Context: an optimization exercise on an open-source flow, tuned for small area, a short achievable clock period and few clock cycles. The choices shown serve that exercise and are no tape-out recipe. In this exercise RTL edits were held to simulation tests only and were not proved equivalent to the original. Power and IR drop assume default switching activity.

`config.mk`:
```
export PLATFORM = sky130hd
export DESIGN_NAME = ordered_ring_list_engine
export DESIGN_NICKNAME = ordered_ring_list_engine
export VERILOG_FILES = /design/flow/design.v
export SDC_FILE = /design/flow/constraint.sdc
export NUM_CORES = 4
export LEC_CHECK = 0
export CAP_MARGIN = 20
export CORE_MARGIN = 2
export CORE_UTILIZATION = 40
export SLEW_MARGIN = 20
```
`constraint.sdc`:
```
create_clock -name core_clock -period 5.5 [get_ports {i_clk}]
set_input_delay 1.1000 -clock core_clock [delete_from_list [all_inputs] [get_ports {i_clk}]]
set_output_delay 1.1000 -clock core_clock [all_outputs]
set_load 0.01 [all_outputs]
```
`design.v`:
```
`timescale 1ns / 1ps
`default_nettype none
package orle_pkg;
    localparam int KIND_W = 3;
    localparam int VAL_W  = 32;
    localparam int IDX_W  = 5;
    localparam int CNT_W  = 5;
    localparam int ELEM_W = 32;
    localparam logic [KIND_W-1:0] KIND_APPEND  = 3'd0;
    localparam logic [KIND_W-1:0] KIND_GET     = 3'd1;
    localparam logic [KIND_W-1:0] KIND_DELETE  = 3'd2;
    localparam logic [KIND_W-1:0] KIND_ROTATE  = 3'd3;
    localparam logic [KIND_W-1:0] KIND_READALL = 3'd4;
    localparam logic [KIND_W-1:0] KIND_CLEAR   = 3'd5;
    typedef enum logic [1:0] {
        ST_OK       = 2'd0,
        ST_NOTFOUND = 2'd1,
        ST_EMPTY    = 2'd2,
        ST_FULL     = 2'd3
    } t_status;
    typedef enum logic [3:0] {
        S_IDLE,
        S_EXEC,
        S_MOD,
        S_READ,
        S_CAP,
        S_SEARCH,
        S_SHIFT,
        S_ROTRD,
        S_ROTWR,
        S_EMIT
    } t_state;
    typedef struct packed {
        logic [ELEM_W-1:0] element;
        t_status           status;
        logic              last;
    } t_res;
endpackage
`default_nettype wire
`timescale 1ns / 1ps
`default_nettype none
module orle_alu #(
    parameter int W = 5
) (
    input  wire logic [W-1:0] i_a,
    input  wire logic [W-1:0] i_b,
    output logic [W-1:0]      o_diff,
    output logic              o_ge
);
    logic [W:0] w_sub;
    assign w_sub  = {1'b0, i_a} - {1'b0, i_b};
    assign o_diff = w_sub[W-1:0];
    assign o_ge   = ~w_sub[W];
endmodule
`default_nettype wire
`timescale 1ns / 1ps
`default_nettype none
module orle_ram #(
    parameter int WIDTH = 32,
    parameter int DEPTH = 16
) (
    input  wire logic                     i_clk,
    input  wire logic                     i_we,
    input  wire logic [$clog2(DEPTH)-1:0] i_waddr,
    input  wire logic [WIDTH-1:0]         i_wdata,
    input  wire logic [$clog2(DEPTH)-1:0] i_raddr,
    output logic [WIDTH-1:0]              o_rdata
);
    logic [WIDTH-1:0] r_mem [DEPTH];
    logic [WIDTH-1:0] r_q;
    always_ff @(posedge i_clk) begin
        if (i_we) begin
            r_mem[i_waddr] <= i_wdata;
        end
        r_q <= r_mem[i_raddr];
    end
    assign o_rdata = r_q;
endmodule
`default_nettype wire
`timescale 1ns / 1ps
`default_nettype none
module orle_core #(
    parameter int CAPACITY   = 16,
    parameter int VALUE_BITS = 32
) (
    input  wire logic                         i_clk,
    input  wire logic                         i_rst_n,
    input  wire logic                         i_in_valid,
    output logic                              o_in_ready,
    input  wire logic [orle_pkg::KIND_W-1:0]  i_in_kind,
    input  wire logic [31:0]                  i_in_value,
    input  wire logic [orle_pkg::IDX_W-1:0]   i_in_index,
    output logic                              o_res_valid,
    output orle_pkg::t_res                    o_res,
    input  wire logic                         i_res_ready,
    output logic [$clog2(CAPACITY+1)-1:0]     o_count
);
    localparam int HW = $clog2(CAPACITY);
    localparam int CW = $clog2(CAPACITY + 1);
    localparam int GW = (CW > 4) ? CW : 4;
    localparam int SW = ((CW > orle_pkg::IDX_W) ? CW : orle_pkg::IDX_W) + 1;
    orle_pkg::t_state                r_state, n_state;
    logic [HW-1:0]         r_head, n_head;
    logic [CW-1:0]         r_count, n_count;
    logic [CW-1:0]         r_ptr, n_ptr;
    logic [CW-1:0]         r_cptr, n_cptr;
    logic                  r_pend, n_pend;
    logic [GW-1:0]         r_goal, n_goal;
    logic [orle_pkg::KIND_W-1:0]     r_kind, n_kind;
    logic [VALUE_BITS-1:0] r_val, n_val;
    logic [orle_pkg::IDX_W-1:0]      r_idx, n_idx;
    logic [orle_pkg::ELEM_W-1:0]     r_elem, n_elem;
    orle_pkg::t_status               r_status, n_status;
    logic                  r_last, n_last;
    logic                  w_we;
    logic [HW-1:0]         w_waddr;
    logic [VALUE_BITS-1:0] w_wdata;
    logic [HW-1:0]         w_raddr;
    logic [VALUE_BITS-1:0] w_rdata;
    logic [GW-1:0]         w_diff;
    logic                  w_ge;
    logic [SW-1:0]         w_sum;
    logic [CW:0]           w_ptr_inc;
    function automatic logic [HW-1:0] f_slot(input logic [HW-1:0] head,
                                             input logic [CW-1:0] pos);
        logic [CW:0] sum;
        sum = (CW+1)'(head) + (CW+1)'(pos);
        if (sum >= (CW+1)'(CAPACITY)) begin
            sum = sum - (CW+1)'(CAPACITY);
        end
        f_slot = sum[HW-1:0];
    endfunction
    orle_ram #(
        .WIDTH (VALUE_BITS),
        .DEPTH (CAPACITY)
    ) u_ram (
        .i_clk   (i_clk),
        .i_we    (w_we),
        .i_waddr (w_waddr),
        .i_wdata (w_wdata),
        .i_raddr (w_raddr),
        .o_rdata (w_rdata)
    );
    orle_alu #(
        .W (GW)
    ) u_alu (
        .i_a    (r_goal),
        .i_b    (GW'(r_count)),
        .o_diff (w_diff),
        .o_ge   (w_ge)
    );
    assign w_sum = {{(SW-orle_pkg::IDX_W){r_idx[orle_pkg::IDX_W-1]}}, r_idx} + SW'(r_count);
    assign w_ptr_inc = {1'b0, r_ptr} + (CW+1)'(1);
    assign o_in_ready  = (r_state == orle_pkg::S_IDLE);
    assign o_res_valid = (r_state == orle_pkg::S_EMIT);
    assign o_res       = {r_elem, r_status, r_last};
    assign o_count     = r_count;
    always_ff @(posedge i_clk) begin
        if (!i_rst_n) begin
            r_state <= orle_pkg::S_IDLE;
            r_head  <= '0;
            r_count <= '0;
            r_pend  <= 1'b0;
        end else begin
            r_state <= n_state;
            r_head  <= n_head;
            r_count <= n_count;
            r_pend  <= n_pend;
        end
        r_ptr    <= n_ptr;
        r_cptr   <= n_cptr;
        r_goal   <= n_goal;
        r_kind   <= n_kind;
        r_val    <= n_val;
        r_idx    <= n_idx;
        r_elem   <= n_elem;
        r_status <= n_status;
        r_last   <= n_last;
    end
    always_comb begin
        n_state  = r_state;
        n_head   = r_head;
        n_count  = r_count;
        n_ptr    = r_ptr;
        n_cptr   = r_cptr;
        n_pend   = r_pend;
        n_goal   = r_goal;
        n_kind   = r_kind;
        n_val    = r_val;
        n_idx    = r_idx;
        n_elem   = r_elem;
        n_status = r_status;
        n_last   = r_last;
        w_we     = 1'b0;
        w_waddr  = '0;
        w_wdata  = r_val;
        w_raddr  = '0;
        unique case (r_state)
            orle_pkg::S_IDLE: begin
                if (i_in_valid) begin
                    n_kind  = i_in_kind;
                    n_val   = VALUE_BITS'(i_in_value);
                    n_idx   = i_in_index;
                    n_state = orle_pkg::S_EXEC;
                end
            end
            orle_pkg::S_EXEC: begin
                n_elem   = '0;
                n_last   = 1'b1;
                n_status = orle_pkg::ST_OK;
                n_state  = orle_pkg::S_EMIT;
                n_ptr    = '0;
                n_pend   = 1'b0;
                unique case (r_kind)
                    orle_pkg::KIND_APPEND: begin
                        if (r_count >= CW'(CAPACITY)) begin
                            n_status = orle_pkg::ST_FULL;
                        end else begin
                            w_we    = 1'b1;
                            w_waddr = f_slot(r_head, r_count);
                            n_count = r_count + CW'(1);
                        end
                    end
                    orle_pkg::KIND_GET: begin
                        if (r_count == '0) begin
                            n_status = orle_pkg::ST_EMPTY;
                        end else begin
                            if (r_idx[orle_pkg::IDX_W-1]) begin
                                n_goal = w_sum[SW-1] ? '0 : w_sum[GW-1:0];
                            end else begin
                                n_goal = GW'(r_idx[orle_pkg::IDX_W-2:0]);
                            end
                            n_state = orle_pkg::S_MOD;
                        end
                    end
                    orle_pkg::KIND_DELETE: begin
                        if (r_count == '0) begin
                            n_status = orle_pkg::ST_EMPTY;
                        end else begin
                            n_state = orle_pkg::S_SEARCH;
                        end
                    end
                    orle_pkg::KIND_ROTATE: begin
                        if (r_count == '0) begin
                            n_status = orle_pkg::ST_EMPTY;
                        end else begin
                            n_state = orle_pkg::S_ROTRD;
                        end
                    end
                    orle_pkg::KIND_READALL: begin
                        if (r_count == '0) begin
                            n_status = orle_pkg::ST_EMPTY;
                        end else begin
                            n_state = orle_pkg::S_READ;
                        end
                    end
                    orle_pkg::KIND_CLEAR: begin
                        n_count = '0;
                        n_head  = '0;
                    end
                    default: begin
                    end
                endcase
            end
            orle_pkg::S_MOD: begin
                if (w_ge) begin
                    n_goal = w_diff;
                end else begin
                    n_ptr   = r_goal[CW-1:0];
                    n_state = orle_pkg::S_READ;
                end
            end
            orle_pkg::S_READ: begin
                w_raddr  = f_slot(r_head, r_ptr);
                n_status = orle_pkg::ST_OK;
                n_last   = (r_kind == orle_pkg::KIND_GET) || (w_ptr_inc == (CW+1)'(r_count));
                n_state  = orle_pkg::S_CAP;
            end
            orle_pkg::S_CAP: begin
                n_elem  = orle_pkg::ELEM_W'(w_rdata);
                n_state = orle_pkg::S_EMIT;
            end
            orle_pkg::S_SEARCH: begin
                w_raddr = f_slot(r_head, r_ptr);
                n_cptr  = r_ptr;
                n_pend  = (r_ptr < r_count);
                if (r_ptr < r_count) begin
                    n_ptr = r_ptr + CW'(1);
                end
                if (r_pend) begin
                    if (w_rdata == r_val) begin
                        n_elem   = '0;
                        n_last   = 1'b1;
                        n_status = orle_pkg::ST_OK;
                        n_pend   = 1'b0;
                        if (r_cptr == '0) begin
                            n_count = r_count - CW'(1);
                            n_head  = (r_count == CW'(1)) ? '0 : f_slot(r_head, CW'(1));
                            n_state = orle_pkg::S_EMIT;
                        end else begin
                            n_ptr   = r_cptr;
                            n_state = orle_pkg::S_SHIFT;
                        end
                    end else if (({1'b0, r_cptr} + (CW+1)'(1)) == (CW+1)'(r_count)) begin
                        n_elem   = '0;
                        n_last   = 1'b1;
                        n_status = orle_pkg::ST_NOTFOUND;
                        n_pend   = 1'b0;
                        n_state  = orle_pkg::S_EMIT;
                    end
                end
            end
            orle_pkg::S_SHIFT: begin
                if (r_pend) begin
                    w_we    = 1'b1;
                    w_waddr = f_slot(r_head, r_cptr);
                    w_wdata = w_rdata;
                end
                if (w_ptr_inc < (CW+1)'(r_count)) begin
                    w_raddr = f_slot(r_head, w_ptr_inc[CW-1:0]);
                    n_pend  = 1'b1;
                    n_cptr  = r_ptr;
                    n_ptr   = w_ptr_inc[CW-1:0];
                end else begin
                    n_pend = 1'b0;
                    if (!r_pend) begin
                        n_count  = r_count - CW'(1);
                        n_elem   = '0;
                        n_last   = 1'b1;
                        n_status = orle_pkg::ST_OK;
                        n_state  = orle_pkg::S_EMIT;
                    end
                end
            end
            orle_pkg::S_ROTRD: begin
                w_raddr = r_head;
                n_state = orle_pkg::S_ROTWR;
            end
            orle_pkg::S_ROTWR: begin
                w_we     = 1'b1;
                w_waddr  = f_slot(r_head, r_count);
                w_wdata  = w_rdata;
                n_head   = f_slot(r_head, CW'(1));
                n_elem   = '0;
                n_last   = 1'b1;
                n_status = orle_pkg::ST_OK;
                n_state  = orle_pkg::S_EMIT;
            end
            orle_pkg::S_EMIT: begin
                if (i_res_ready) begin
                    if (r_last) begin
                        n_state = orle_pkg::S_IDLE;
                    end else begin
                        n_ptr   = w_ptr_inc[CW-1:0];
                        n_state = orle_pkg::S_READ;
                    end
                end
            end
            default: begin
                n_state = orle_pkg::S_IDLE;
            end
        endcase
    end
endmodule
`default_nettype wire
`timescale 1ns / 1ps
`default_nettype none
module ordered_ring_list_engine (
    input  wire logic        i_clk,
    input  wire logic        i_rst_n,
    input  wire logic        i_in_valid,
    output logic             o_in_ready,
    input  wire logic [2:0]  i_in_kind,
    input  wire logic [31:0] i_in_value,
    input  wire logic [4:0]  i_in_index,
    output logic             o_out_valid,
    input  wire logic        i_out_ready,
    output logic [31:0]      o_out_element,
    output logic [1:0]       o_out_status,
    output logic [4:0]       o_out_count,
    output logic             o_out_last
);
    localparam int CAPACITY   = 16;
    localparam int VALUE_BITS = 32;
    localparam int CW = $clog2(CAPACITY + 1);
    logic              w_res_valid;
    logic              w_res_ready;
    orle_pkg::t_res              w_res;
    logic [CW-1:0]     w_count;
    logic              r_oval;
    logic [orle_pkg::ELEM_W-1:0] r_oelem;
    orle_pkg::t_status           r_ostatus;
    logic [orle_pkg::CNT_W-1:0]  r_ocount;
    logic              r_olast;
    orle_core #(
        .CAPACITY   (CAPACITY),
        .VALUE_BITS (VALUE_BITS)
    ) u_core (
        .i_clk       (i_clk),
        .i_rst_n     (i_rst_n),
        .i_in_valid  (i_in_valid),
        .o_in_ready  (o_in_ready),
        .i_in_kind   (i_in_kind),
        .i_in_value  (i_in_value),
        .i_in_index  (i_in_index),
        .o_res_valid (w_res_valid),
        .o_res       (w_res),
        .i_res_ready (w_res_ready),
        .o_count     (w_count)
    );
    assign w_res_ready = !r_oval || i_out_ready;
    always_ff @(posedge i_clk) begin
        if (!i_rst_n) begin
            r_oval <= 1'b0;
        end else if (w_res_valid && w_res_ready) begin
            r_oval <= 1'b1;
        end else if (i_out_ready) begin
            r_oval <= 1'b0;
        end
        if (w_res_valid && w_res_ready) begin
            r_oelem   <= w_res.element;
            r_ostatus <= w_res.status;
            r_ocount  <= orle_pkg::CNT_W'(w_count);
            r_olast   <= w_res.last;
        end
    end
    assign o_out_valid   = r_oval;
    assign o_out_element = r_oelem;
    assign o_out_status  = r_ostatus;
    assign o_out_count   = r_ocount;
    assign o_out_last    = r_olast;
endmodule
`default_nettype wire
```
`run.sh`:
```
#!/bin/bash
# synth_recipe.tcl (not shown) runs the flow's synth.tcl, then flattens the netlist and writes it again
# the make line also repeats each setting of config.mk as NAME=value (left out here)
make -C /OpenROAD-flow-scripts/flow DESIGN_CONFIG=/design/flow/config.mk WORK_HOME=/design/flow/orfs CLKGATE_MAP_FILE= SYNTH_SCRIPT=/design/flow/synth_recipe.tcl finish
```
==> summary.txt <==
## worst max-delay path, delay by kind of cell, from the launching register on
kind,cells,cell delay (ns)
compound gates,5,1.56
xor+xnor,1,0.34
fa+ha+maj,1,0.31
flops,1,0.50
simple gates,3,0.72
buf+inv,2,0.49
## synth_stat cells (4+ instances only)
master / instances
nor3_1: 77
a22oi_1: 35
or3_1: 5
a222oi_1: 64
mux2_2: 65
nor2_1: 41
edfxtp_1: 642
a311o_1: 32
fa_1: 6
a221oi_1: 4
nand2b_1: 12
a31oi_1: 6
a21oi_1: 45
dfxtp_1: 47
buf_2: 26
nor4_1: 130
a21o_1: 9
o21a_1: 4
o22ai_1: 4
nand2_1: 101
nor3b_1: 7
inv_1: 30
nor2b_1: 11
clkbuf_1: 124
xor2_1: 14
a211oi_1: 38
o21ai_0: 40
and2_1: 103
ha_1: 39
and3_1: 40
xnor2_1: 47
o21ai_1: 8
o211ai_1: 35
nand3_1: 110
buf_1: 9
mux2i_1: 7
nand4_1: 10
## state kept, by name, summed over array words and instances, names as in the netlist, 2 cells and up
register,flops
r_ostatus,2
u_core.r_goal,5
u_core.r_elem,32
r_oelem,32
r_ocount,5
u_core.r_kind,3
u_core.r_cptr,5
u_core.r_head,4
u_core.r_idx,5
u_core.r_status,2
u_core.r_ptr,5
u_core.r_val,32
u_core.u_ram.r_q,32
u_core.r_state,4
u_core.r_count,5
u_core.u_ram.r_mem,512
## metrics by stage
| stage | hold slack [ns] | total power [W] | cell area (sq um) | utilization, % | cells |
|---|---|---|---|---|---|
| 3_3_place_gp | 0.401 | 0.00877 | 31400 | 43.1 | 3019 |
| 4_1_cts | 0.420 | 0.0134 | 33500 | 46.1 | 3146 |
| 5_1_grt | 0.425 | 0.0138 | 33600 | 46.1 | 3147 |
| 2_1_floorplan | 0.400 | 0.00802 | 29400 | - | 2091 |
| 6_report | 0.420 | 0.0133 | 33600 | 46.1 | 3147 |
| 3_5_place_dp | 0.405 | 0.00883 | 31400 | 43.1 | 3019 |
## per-layer routing
| layer | share of wire [%] | wire length (um) | vias up |
|---|---|---|---|
| met1 | 42 | 34300 | 9666 |
| met3 | 8.8 | 7190 | 136 |
| met2 | 47 | 38300 | 934 |
| met4 | 2.6 | 2130 | 0 |
| met5 | 0 | 0 | - |
| li1 | - | - | 8389 |
## logic make-up (layout without fill, tap and decap cells)
logic type / Yosys count / after routing / share of synthesized area (%)
buffers and inverters: 193 / 290 / 2.64
AO/OA/AOI/OAI: 362 / 362 / 9.43
XOR/XNOR: 62 / 62 / 1.89
flip-flops: 689 / 689 / 68.8
multiplexers: 72 / 72 / 2.73
adder cells (fa/ha/maj): 45 / 45 / 2.07
AND/OR/NAND/NOR: 668 / 668 / 12.5
## worst max path at each step
| stage | to | cells after the start |
|---|---|---|
| after detailed placement | u_core.u_ram.r_q[7] | 12 |
| final | u_core.u_ram.r_q[21] | 12 |
| after global routing | u_core.u_ram.r_q[7] | 12 |
| after global placement | u_core.u_ram.r_q[28] | 12 |
| after CTS | u_core.u_ram.r_q[6] | 12 |
| after floorplan | u_core.u_ram.r_mem[0][0] | 7 |
## cell type report
cell class | count | area [sq um]
well taps | 959 | 1200
multi-input cells | 1209 | 8560
flip-flops and latches | 689 | 20200
clock inverters | 40 | 320
inverters | 30 | 113
repair buffers | 133 | 1310
fillers | 6329 | 39300
clock buffers | 87 | 1840
## report_power, final
part,switching [W],leakage [nW],internal [W]
registers,0.000324,6.22,0.00652
logic,0.00126,3.55,0.000665
clock network,0.00200,1.05,0.00257
==> results.json <==
{
  "synthTopCellsByArea": "edfxtp_1 (66%), dfxtp_1 (3.2%), nor4_1 (2.8%), mux2_2 (2.5%), and2_1 (2.2%)",
  "clock_skew_ns": 0.0268,
  "crit_type": "register to register",
  "outcome": "timing/DRC/antenna clean",
  "drtIter0Drc": 2621,
  "synth-seq-cells": 689,
  "max_stage_delay_ns": 0.78,
  "clkSinkCount": 689,
  "via_count": 19100,
  "clk_latency_ns": 0.62,
  "routabilityCongestion": 0.897,
  "finalCriticalPeriod_ns": 4.05,
  "met2_usage_pct": 34.1,
  "rows": 99,
  "postCtsSetupBuffers": 0,
  "synth_edf_count": 642,
  "start_kind": "register",
  "ios": 86,
  "clockRootBuffer": "clkbuf_16",
  "grt_overflow": 0,
  "leakage_nw": 10.8,
  "tightest_slew_ns": 1.02,
  "yosys.area.top_type_share_pct": 65.6,
  "pre_cts_ws_ns": 1.54,
  "finalCritPeriodShare_pct": 73.6,
  "min_to": "r_oelem[27]",
  "r2r-end": "u_core.u_ram.r_q[21]",
  "rsz0062_at_grt": "false",
  "fp.coreArea_sq_mm": 0.0728,
  "grt_pass1_wl_um": 122000,
  "cap_violations": 0,
  "r2r-start": "u_core.r_ptr[1]",
  "top_usage_layer": "met2",
  "syn_area_sq_mm": 0.0294,
  "cpMostUsedCell": "nand3_1",
  "hold_class": "register to register",
  "arrival_ns": 4.59,
  "antenna_cells": 0,
  "port_buffers": 85,
  "finalWorstSetupSlack_ns": 1.45,
  "hold_viol": 0,
  "syn_avg_cell_area_sq_um": 14.1,
  "ff2ff_setup_slack_ns": 1.45,
  "crit_path_start": "u_core.r_ptr[1]",
  "report.final.slew_viol_count": 0,
  "layout_common_cells": "edfxtp_1 (642), nor4_1 (130), nand3_1 (109)",
  "area_growth_syn_to_layout_pct": 14.1,
  "grt_start_max_net_pins": 137,
  "critPathMaxFanout": 87,
  "tns_ns": 0,
  "whs_path_depth": 0,
  "synth_flop_cell": "edfxtp_1",
  "ys_seq_area_share_pct": 68.8,
  "synthCells": 2091,
  "ff2ff_path_depth": 12,
  "grt_usage_pct": 21.5,
  "power.density_mw_per_mm2": 397,
  "timing.fmax_mhz": 247,
  "antenna_found_initial": 2,
  "drt_drc_violations_left": 0,
  "nNetsFinal": 2222,
  "viasPerCell": 6.08,
  "vdd_drop_max_mv": 0.306,
  "post-dp-hpwl_um": 45700,
  "clkTransAtPathRegs_ns": 0.06,
  "routedWlPerCell_um": 26.0,
  "die_h_um": 275,
  "setup_viol": 0,
  "cts_tree": "built",
  "worst_path_max_delay_cell": "o31ai_4",
  "dr.pass1.iters": 13,
  "yosys.area.top_type": "edfxtp_1",
  "yosys_warnings": 3,
  "final_common_cell": "edfxtp_1",
  "ctsHoldBuffers": 0,
  "die-area_sq_mm": 0.0757,
  "cp_cell_sequence": "nand3_1 > xor2_1 > inv_1 > ha_1 > a21oi_1 > o2111ai_1 > o31ai_4 > buf_12 > a222oi_1 > nor3_1 > a22oi_1 > nand3_1",
  "ys_types": 76,
  "min_from": "u_core.r_elem[27]",
  "route.antenna.remaining_nets": 0,
  "grt_util_met3_pct": 3.73,
  "worst_setup_path_end_kind": "register",
  "grt_pass1_vias": 18800,
  "synth-async-reset-ratio_pct": 0,
  "die_x_um": 275,
  "worst_slew_margin_rel_pct": 32.3,
  "finalWirelength_um": 81900,
  "drive_gt1_share_pct": 11.6,
  "syn_nets": 2180,
  "cts.path.max_buffers": 3,
  "cts_buffers": 70,
  "cts_max_level": 3,
  "use_met1_pct": 30.1,
  "required_ns": 6.04,
  "initial_core_util_pct": 40.4,
  "cts_resized": 0
}
Testbench counts, summed over its fixed seeds: cycles 96,013.

-- port drivers added, routing unchanged --
Ports are ideal in the flow. The routed layout listed here was re-timed in OpenROAD. Step 1 assumes that a clkbuf_16 drives the clock port and a buf_2 every other input. Step 2 adds t to the input delays and takes it off the output delays; t is the mean of the earliest and latest rising clock arrival at the registers after step 1. Input paths then give back, and output paths get back, about the clock's delay inside the block. Three values: ideal, step 1, step 2; two values: the first two.
shift t [ns]: 0.666
setup slack, ns: 1.449 / 1.449 / 1.449
latest minus earliest clock arrival (ns): 0.032 / 0.032
After both steps setup and hold are still met in this run. The setup slack of this run moves by 0.000 ns with the drivers and by 0.000 ns with both steps.
